Source: an optimization exercise on an open RTL-to-GDS flow (aim: small area and a short achievable clock period). Production flows keep margins and buffers that such runs may drop. At most, simulation tests tie the RTL to the original design; equivalence was not proved. No activity file was given, so power comes from the tool's default toggle rates.

## data_memory_bytelane
module data_memory_bytelane #(
    parameter int XLEN        = 32,
    parameter int DEPTH_WORDS = 64,
    parameter int AW          = $clog2(DEPTH_WORDS)
) (
    input  logic            clk,
    input  logic            rst,
    input  logic            req_rd,
    input  logic            req_wr,
    input  logic [2:0]      funct3,
    input  logic [XLEN-1:0] addr,
    input  logic [XLEN-1:0] wdata,
    output logic            ready,
    output logic [XLEN-1:0] rdata,
    output logic            rvalid,
    output logic            fault
);
For scale: roughly 7500 cells after synthesis, roughly 2200 flip-flops, roughly 110 I/O pins.
export LEC_CHECK = 0
export CAP_MARGIN = 20
export CORE_MARGIN = 2
export CORE_UTILIZATION = 62
export CTS_BUF_LIST = sky130_fd_sc_hd__clkbuf_16
export CTS_CLUSTER_DIAMETER = 60
export CTS_CLUSTER_SIZE = 30
export SETUP_SLACK_MARGIN = 3.0
export SLEW_MARGIN = 20
export SYNTH_HIERARCHICAL = 1
create_clock -name core_clock -period 5.5 [get_ports {clk}]
run.sh (not shown) runs the stock make flow with config.mk's settings and CLKGATE_MAP_FILE= SYNTH_SCRIPT=/design/flow/synth_recipe.tcl, a recipe that flattens the netlist after the stock synthesis.
Rerun with:
Settings changed: CORE_UTILIZATION 62 to 40, CTS_BUF_LIST sky130_fd_sc_hd__clkbuf_16 to sky130_fd_sc_hd__clkbuf_8 sky130_fd_sc_hd__clkbuf_16, CTS_CLUSTER_DIAMETER 60 to 50, CTS_CLUSTER_SIZE 30 to 16.
=>
- worst setup slack got worse by 70 ps
- cell count rises by 9.7%
- total power rises by 6.5%
- clock skew rises by 12 ps
- global-route usage falls by 14 points
- final area rises by 3.1%
Rerun with:
Settings changed: CORE_UTILIZATION 40 to 62, CTS_BUF_LIST sky130_fd_sc_hd__clkbuf_8 sky130_fd_sc_hd__clkbuf_16 to sky130_fd_sc_hd__clkbuf_16, CTS_CLUSTER_DIAMETER 50 to 90, CTS_CLUSTER_SIZE 16 to 30.
Result: The new run finished with timing, DRC and antenna clean. Power went down by about a fifth. Die area went down by a quarter to a third. Register-to-register slack gains 40 ps.

* * *

data_memory_bytelane, a different RTL version from the one above (not shown whole).
Size in the first run: ~7500 cells after synthesis, ~2200 flip-flops, about 110 I/O pins, roughly 74000 sq um of cells after synthesis.
export LEC_CHECK = 0
export CAP_MARGIN = 20
export CORE_MARGIN = 2
export CORE_UTILIZATION = 62
export CTS_BUF_LIST = sky130_fd_sc_hd__clkbuf_16
export CTS_CLUSTER_DIAMETER = 60
export CTS_CLUSTER_SIZE = 30
export SETUP_SLACK_MARGIN = 3.0
export SLEW_MARGIN = 20
export SYNTH_HIERARCHICAL = 1
create_clock -name core_clock -period 5.5 [get_ports {clk}]
Edit:
==> flow/flow/run.sh (new file) <==
#!/bin/bash
# Layout flow: the standard flow, with one extra step after placement
# that moves each output port's buffer next to the flip-flop driving it,
# so the flip-flop sees a short wire and the strong port buffer drives the
# long wire to the pin. Every tool's output goes to a log file here.
set -euo pipefail
cd "$(dirname "$0")/.."
bash standard.sh place > std_place.log 2>&1
R=orfs/results/${FLOW_PLATFORM}/data_memory_bytelane/base
export MOVE_DB_IN=$R/3_place.odb
export MOVE_DB_OUT=$R/3_place_moved.odb
OPENROAD=$(command -v openroad || echo ${FLOW_HOME}/../tools/install/OpenROAD/bin/openroad)
"$OPENROAD" -no_init -exit flow/move_out_bufs.tcl > move_out_bufs.log 2>&1
cp $R/3_place_moved.odb $R/3_place.odb
touch $R/3_place.odb
bash standard.sh finish > std_finish.log 2>&1
==> flow/flow/move_out_bufs.tcl (new file) <==
# Move each output port buffer next to the register that drives it, then
# legalize the placement.
read_db $::env(MOVE_DB_IN)
set block [ord::get_db_block]
set moved 0
foreach bt [$block getBTerms] {
  if {[$bt getIoType] ne "OUTPUT"} continue
  set net [$bt getNet]
  set buf ""
  foreach it [$net getITerms] {
    if {[$it isOutputSignal]} { set buf [$it getInst] }
  }
  if {$buf eq ""} continue
  set src ""
  foreach it [$buf getITerms] {
    if {[$it isInputSignal]} {
      set inet [$it getNet]
      foreach it2 [$inet getITerms] {
        if {[$it2 isOutputSignal]} { set src [$it2 getInst] }
      }
    }
  }
  if {$src eq ""} continue
  set loc [$src getLocation]
  $buf setLocation [lindex $loc 0] [lindex $loc 1]
  $buf setPlacementStatus PLACED
  puts "moved [$buf getName] next to [$src getName] at $loc"
  incr moved
}
puts "moved $moved buffers"
detailed_placement
check_placement -verbose
write_db $::env(MOVE_DB_OUT)
==> flow/standard.sh (new file) <==
#!/bin/bash
# synth_recipe.tcl (not shown) runs the flow's synth.tcl, then flattens the netlist and writes it again
# the make line also repeats each setting of config.mk as NAME=value (left out here)
make -C /OpenROAD-flow-scripts/flow DESIGN_CONFIG=/design/flow/config.mk WORK_HOME=/design/flow/orfs CLKGATE_MAP_FILE= SYNTH_SCRIPT=/design/flow/synth_recipe.tcl "${@:-finish}"
- CORE_UTILIZATION: 62 -> 70
- CTS_CLUSTER_DIAMETER: 60 -> 80
- CTS_CLUSTER_SIZE: 30 -> 26
- SETUP_SLACK_MARGIN: 3.0 -> 3.1
removed: flow/run.sh
Result:
- combinational power is higher by 23%
- worst hold slack improved by 0.0035 ns
- power shrinks by about 12%
Edit:
- CAP_MARGIN: 20 -> 5
- CORE_UTILIZATION: 70 -> 62
- CTS_CLUSTER_DIAMETER: 80 -> 90
- CTS_CLUSTER_SIZE: 26 -> 30
- SLEW_MARGIN: 20 -> 5
Outcome: Clock power came out lower by 4.6%; cell area stays flat; synthesized area stays the same.
Edit:
- CAP_MARGIN: 5 -> 20
- GPL_ROUTABILITY_DRIVEN: not set -> 0
- SLEW_MARGIN: 5 -> 20
Utilization went down by 0.31 points.
Sequential share of layout area climbs by 0.22 points.
Register-to-register slack gains 0.16 ns.
Area after synthesis does not change.
Wire length fell by 0.63%.
Synthesized cell count does not change.

* * *

The RTL this note starts from:
==> flow/design.v <==
`default_nettype none
module data_memory_bytelane #(
    parameter int XLEN        = 32,
    parameter int DEPTH_WORDS = 64,
    parameter int AW          = $clog2(DEPTH_WORDS)
) (
    input  logic            clk,
    input  logic            rst,
    input  logic            req_rd,
    input  logic            req_wr,
    input  logic [2:0]      funct3,
    input  logic [XLEN-1:0] addr,
    input  logic [XLEN-1:0] wdata,
    output logic            ready,
    output logic [XLEN-1:0] rdata,
    output logic            rvalid,
    output logic            fault
);
    localparam logic [AW-1:0] LAST_WORD = AW'(DEPTH_WORDS - 1);
    localparam int            HW        = AW / 2;           
    localparam int            NLO       = 1 << HW;
    localparam int            NHI       = 1 << (AW - HW);
    logic          r_ready;
    logic          r_clr;
    logic [AW-1:0] r_clr_cnt;
    logic          w_clr;
    logic          r_run;
    always_ff @(posedge clk or posedge rst) begin
        if (rst) begin
            r_ready   <= 1'b0;
            r_clr     <= 1'b1;
            r_clr_cnt <= '0;
        end else if (r_clr) begin
            r_clr_cnt <= r_clr_cnt + 1'b1;
            if (r_clr_cnt == LAST_WORD) begin
                r_ready <= 1'b1;
                r_clr   <= 1'b0;
            end
        end
    end
    assign ready = r_ready;
    assign w_clr = r_clr;
    assign r_run = !r_clr;
    logic r_par;
    always_ff @(posedge clk or posedge rst) begin
        if (rst) r_par <= 1'b0;
        else     r_par <= !r_par;
    end
    logic            w_accept;
    logic            w_bad;
    logic            w_fault;
    logic            w_load_ok;
    logic            w_store_ok;
    logic [1:0]      w_lane;
    logic [AW-1:0]   w_idx;
    logic [3:0]      w_be;
    logic [XLEN-1:0] w_wdata_rep;
    assign w_lane   = addr[1:0];
    assign w_idx    = addr[AW+1:2];
    assign w_accept = r_run && (req_rd || req_wr);
    always_comb begin
        w_bad = 1'b0;
        if (req_rd && req_wr) w_bad = 1'b1;
        if (req_rd && (funct3 == 3'b011 || funct3 == 3'b110 || funct3 == 3'b111)) w_bad = 1'b1;
        if (req_wr && (funct3[2] || funct3[1:0] == 2'b11)) w_bad = 1'b1;
        if (funct3[1:0] == 2'b01 && addr[0]) w_bad = 1'b1;
        if (funct3[1:0] == 2'b10 && addr[1:0] != 2'b00) w_bad = 1'b1;
        if (|addr[XLEN-1:AW+2]) w_bad = 1'b1;
    end
    assign w_fault    = w_accept && w_bad;
    assign w_load_ok  = w_accept && !w_bad && req_rd;
    assign w_store_ok = w_accept && !w_bad && req_wr;
    always_comb begin
        w_be        = 4'b0000;
        w_wdata_rep = wdata;
        case (funct3[1:0])
            2'b00: begin
                w_be[w_lane] = 1'b1;
                w_wdata_rep  = {4{wdata[7:0]}};
            end
            2'b01: begin
                w_be        = w_lane[1] ? 4'b1100 : 4'b0011;
                w_wdata_rep = {2{wdata[15:0]}};
            end
            default: begin
                w_be        = 4'b1111;
                w_wdata_rep = wdata;
            end
        endcase
        if (!w_store_ok) w_be = 4'b0000;
        if (w_clr)       w_be = 4'b1111;
    end
    logic [3:0] w_b0;
    logic       w_b1l1;
    logic       w_b1l3;
    logic       w_b23;
    logic [3:0] w_sg1;    
    logic [3:0] w_sg23;   
    always_comb begin
        w_b0   = 4'b0000;
        w_b1l1 = 1'b0;
        w_b1l3 = 1'b0;
        w_b23  = 1'b0;
        w_sg1  = 4'b0000;
        w_sg23 = 4'b0000;
        case (funct3[1:0])
            2'b00: begin
                w_b0[w_lane] = 1'b1;
                if (!funct3[2]) begin
                    w_sg1[w_lane]  = 1'b1;
                    w_sg23[w_lane] = 1'b1;
                end
            end
            2'b01: begin
                w_b0[{w_lane[1], 1'b0}] = 1'b1;
                w_b1l1 = !w_lane[1];
                w_b1l3 = w_lane[1];
                if (!funct3[2]) w_sg23[{w_lane[1], 1'b1}] = 1'b1;
            end
            default: begin
                w_b0[0] = 1'b1;
                w_b1l1  = 1'b1;
                w_b23   = 1'b1;
            end
        endcase
        if (!w_load_ok) begin
            w_b0   = 4'b0000;
            w_b1l1 = 1'b0;
            w_b1l3 = 1'b0;
            w_b23  = 1'b0;
            w_sg1  = 4'b0000;
            w_sg23 = 4'b0000;
        end
    end
    logic                   r_a_load;
    logic                   r_a_fault;
    logic [NLO-1:0]         r_a_lo_n;     
    logic [NHI-1:0]         r_a_hi_n;
    logic [3:0]             r_a_be_n;     
    logic [NLO-1:0]         r_b_lo;       
    logic [NHI-1:0]         r_b_hi;
    logic [XLEN-1:0]        r_a_col;
    logic [3:0]             r_a_b0;
    logic                   r_a_b1l1;
    logic                   r_a_b1l3;
    logic                   r_a_b23;
    logic [3:0]             r_a_sg1;
    logic [3:0]             r_a_sg23;
    always_ff @(posedge clk or posedge rst) begin
        if (rst) begin
            r_a_load  <= 1'b0;
            r_a_fault <= 1'b0;
        end else begin
            r_a_load  <= w_load_ok;
            r_a_fault <= w_fault;
        end
    end
    always_ff @(posedge clk) begin
        for (int i = 0; i < NLO; i++) begin
            r_a_lo_n[i] <= !(w_clr || w_idx[HW-1:0] == HW'(i));
        end
        for (int i = 0; i < NHI; i++) begin
            r_a_hi_n[i] <= !(w_clr || w_idx[AW-1:HW] == (AW-HW)'(i));
        end
        for (int i = 0; i < NLO; i++) begin
            r_b_lo[i] <= w_clr || w_idx[HW-1:0] == HW'(i);
        end
        for (int i = 0; i < NHI; i++) begin
            r_b_hi[i] <= w_clr || w_idx[AW-1:HW] == (AW-HW)'(i);
        end
        r_a_be_n <= ~w_be;
        for (int b = 0; b < XLEN; b++) begin
            r_a_col[b] <= w_be[b/8] ? ((!w_clr && w_wdata_rep[b]) ^ !r_par) : 1'b1;
        end
        r_a_b0   <= w_b0;
        r_a_b1l1 <= w_b1l1;
        r_a_b1l3 <= w_b1l3;
        r_a_b23  <= w_b23;
        r_a_sg1  <= w_sg1;
        r_a_sg23 <= w_sg23;
    end
    logic [DEPTH_WORDS-1:0][XLEN-1:0] mem;
    logic [DEPTH_WORDS-1:0] w_row_n;      
    for (genvar i = 0; i < DEPTH_WORDS; i++) begin : g_word
        logic [3:0] w_sel;
        logic       w_nsel;
        assign w_sel      = ~({4{r_a_hi_n[i / NLO] | r_a_lo_n[i % NLO]}} | r_a_be_n);
        assign w_nsel     = !(r_b_hi[i / NLO] && r_b_lo[i % NLO]);
        assign w_row_n[i] = w_nsel;
        for (genvar b = 0; b < XLEN; b++) begin : g_bit
            always_ff @(posedge clk) begin
                mem[i][b] <= !((mem[i][b] | w_sel[b/8]) & (w_nsel | r_a_col[b]));
            end
        end
    end
    logic [XLEN-1:0] w_raw_n;
    logic [XLEN-1:0] w_word;
    for (genvar b = 0; b < XLEN; b++) begin : g_rd
        logic [DEPTH_WORDS/2-1:0] w_l1;
        for (genvar p = 0; p < DEPTH_WORDS / 2; p++) begin : g_pair
            dm_rd_pair u_pair (
                .m0 (mem[2*p][b]),   .rn0(w_row_n[2*p]),
                .m1 (mem[2*p+1][b]), .rn1(w_row_n[2*p+1]),
                .y  (w_l1[p])
            );
        end
        dm_or32 u_or (.a(w_l1), .y(w_raw_n[b]));
    end
    assign w_word = w_raw_n ^ {XLEN{!r_par}};
    logic [XLEN-1:0] w_ext;
    logic [3:0]      w_sign;
    logic            w_fill1;
    logic            w_fill2;
    logic            w_fill3;
    assign w_sign = {w_word[31], w_word[23], w_word[15], w_word[7]};
    dm_fill u_fill1 (.sg(r_a_sg1),  .s(w_sign), .y(w_fill1));
    dm_fill u_fill2 (.sg(r_a_sg23), .s(w_sign), .y(w_fill2));
    dm_fill u_fill3 (.sg(r_a_sg23), .s(w_sign), .y(w_fill3));
    always_comb begin
        w_ext[7:0] = '0;
        for (int k = 0; k < 4; k++) begin
            w_ext[7:0] = w_ext[7:0] | ({8{r_a_b0[k]}} & w_word[8*k +: 8]);
        end
        w_ext[15:8]  = ({8{r_a_b1l1}} & w_word[15:8]) | ({8{r_a_b1l3}} & w_word[31:24])
                     | {8{w_fill1}};
        w_ext[23:16] = ({8{r_a_b23}} & w_word[23:16]) | {8{w_fill2}};
        w_ext[31:24] = ({8{r_a_b23}} & w_word[31:24]) | {8{w_fill3}};
    end
    always_ff @(posedge clk or posedge rst) begin
        if (rst) begin
            rdata  <= '0;
            rvalid <= 1'b0;
            fault  <= 1'b0;
        end else begin
            rvalid <= r_a_load;
            fault  <= r_a_fault;
            if (r_a_load || r_a_fault) begin
                rdata <= w_ext;
            end
        end
    end
endmodule
`default_nettype wire
`default_nettype none
module dm_rd_pair (
    input  logic m0,
    input  logic rn0,
    input  logic m1,
    input  logic rn1,
    output logic y
);
    assign y = !((m0 | rn0) & (m1 | rn1));
endmodule
module dm_fill (
    input  logic [3:0] sg,
    input  logic [3:0] s,
    output logic       y
);
    assign y = |(sg & s);
endmodule
module dm_nor2 (
    input  logic a,
    input  logic b,
    output logic y
);
    assign y = !(a | b);
endmodule
module dm_nand2 (
    input  logic a,
    input  logic b,
    output logic y
);
    assign y = !(a & b);
endmodule
module dm_nand4 (
    input  logic a,
    input  logic b,
    input  logic c,
    input  logic d,
    output logic y
);
    assign y = !(a & b & c & d);
endmodule
module dm_or32 (
    input  logic [31:0] a,
    output logic        y
);
    logic [15:0] l1;
    logic [3:0]  l2;
    logic [1:0]  l3;
    for (genvar i = 0; i < 16; i++) begin : g_l1
        dm_nor2 u (.a(a[2*i]), .b(a[2*i+1]), .y(l1[i]));
    end
    for (genvar i = 0; i < 4; i++) begin : g_l2
        dm_nand4 u (.a(l1[4*i]), .b(l1[4*i+1]), .c(l1[4*i+2]), .d(l1[4*i+3]), .y(l2[i]));
    end
    for (genvar i = 0; i < 2; i++) begin : g_l3
        dm_nor2 u (.a(l2[2*i]), .b(l2[2*i+1]), .y(l3[i]));
    end
    dm_nand2 u_l4 (.a(l3[0]), .b(l3[1]), .y(y));
endmodule
`default_nettype wire
export LEC_CHECK = 0
export CAP_MARGIN = 20
export CORE_MARGIN = 2
export CORE_UTILIZATION = 40
export CTS_BUF_LIST = sky130_fd_sc_hd__clkbuf_16
export CTS_CLUSTER_DIAMETER = 60
export CTS_CLUSTER_SIZE = 30
export SETUP_SLACK_MARGIN = 3.0
export SLEW_MARGIN = 20
export SYNTH_HIERARCHICAL = 1
create_clock -name core_clock -period 5.5 [get_ports {clk}]
Stock flow here: none of the scripts above is used.
The first run passed the timing, design-rule and antenna checks.
==> next run, changes <==
CTS_CLUSTER_SIZE = 22   (was 30)
What happened:
- die area does not change
- worst setup slack is worse by 54 ps
- cell count grows slightly
- maximum frequency shrinks slightly
- count of clock-buffer cells in the layout shrinks by 2
- core utilization grows by 0.45 points
- sequential power stays flat
- critical path depth does not change
- worst hold slack hardly moves
No run of this note included a check of the RTL's function; only the layout flow was run.

static timing again, ports no longer ideal:
Ports are ideal in the flow. The routed layouts listed here were re-timed in OpenROAD.
Step 1, drivers: a clkbuf_16 drives clk and a buf_2 each remaining input, both assumed.
Step 2 adds t to the input delays and takes it off the output delays; t is the mean of the earliest and latest rising clock arrival at the registers after step 1. Input paths then give back, and output paths get back, about the clock's delay inside the block.
a / b / c = ideal ports / drivers / drivers and shift; a / b = the first two.
run | t, ns | setup WS [ns] | hold slack, ns | worst setup path at the end
the first run of note 1 | 0.853 | 2.952 / 2.884 / 2.079 | 0.435 / 0.435 / 0.435 | input to register
the second run of note 1 | 0.932 | 2.881 / 2.792 / 2.159 | 0.432 / 0.432 / 0.432 | input to register
the third run of note 1 | 0.790 | 2.987 / 2.912 / 2.190 | 0.440 / 0.440 / 0.440 | input to register
the first run of note 2 | 0.889 | 2.917 / 2.836 / 2.170 | 0.436 / 0.436 / 0.436 | input to register
the second run of note 2 | 0.819 | 2.952 / 2.952 / 2.299 | 0.439 / 0.439 / 0.439 | input to register
the third run of note 2 | 0.801 | 2.843 / 2.843 / 2.236 | 0.440 / 0.440 / 0.440 | input to register
the fourth run of note 2 | 0.794 | 3.003 / 2.983 / 2.327 | 0.438 / 0.438 / 0.438 | input to register
the first run of note 3 | 0.896 | 2.632 / 2.632 / 2.265 | 0.372 / 0.372 / 0.372 | input to register
the second run of note 3 | 0.901 | 2.578 / 2.578 / 2.269 | 0.372 / 0.372 / 0.372 | input to register
After both steps setup and hold are still met in every run listed. For the first run of note 1, which loses most, drivers alone change the setup slack by -0.068 ns; drivers and shift together by -0.873 ns.
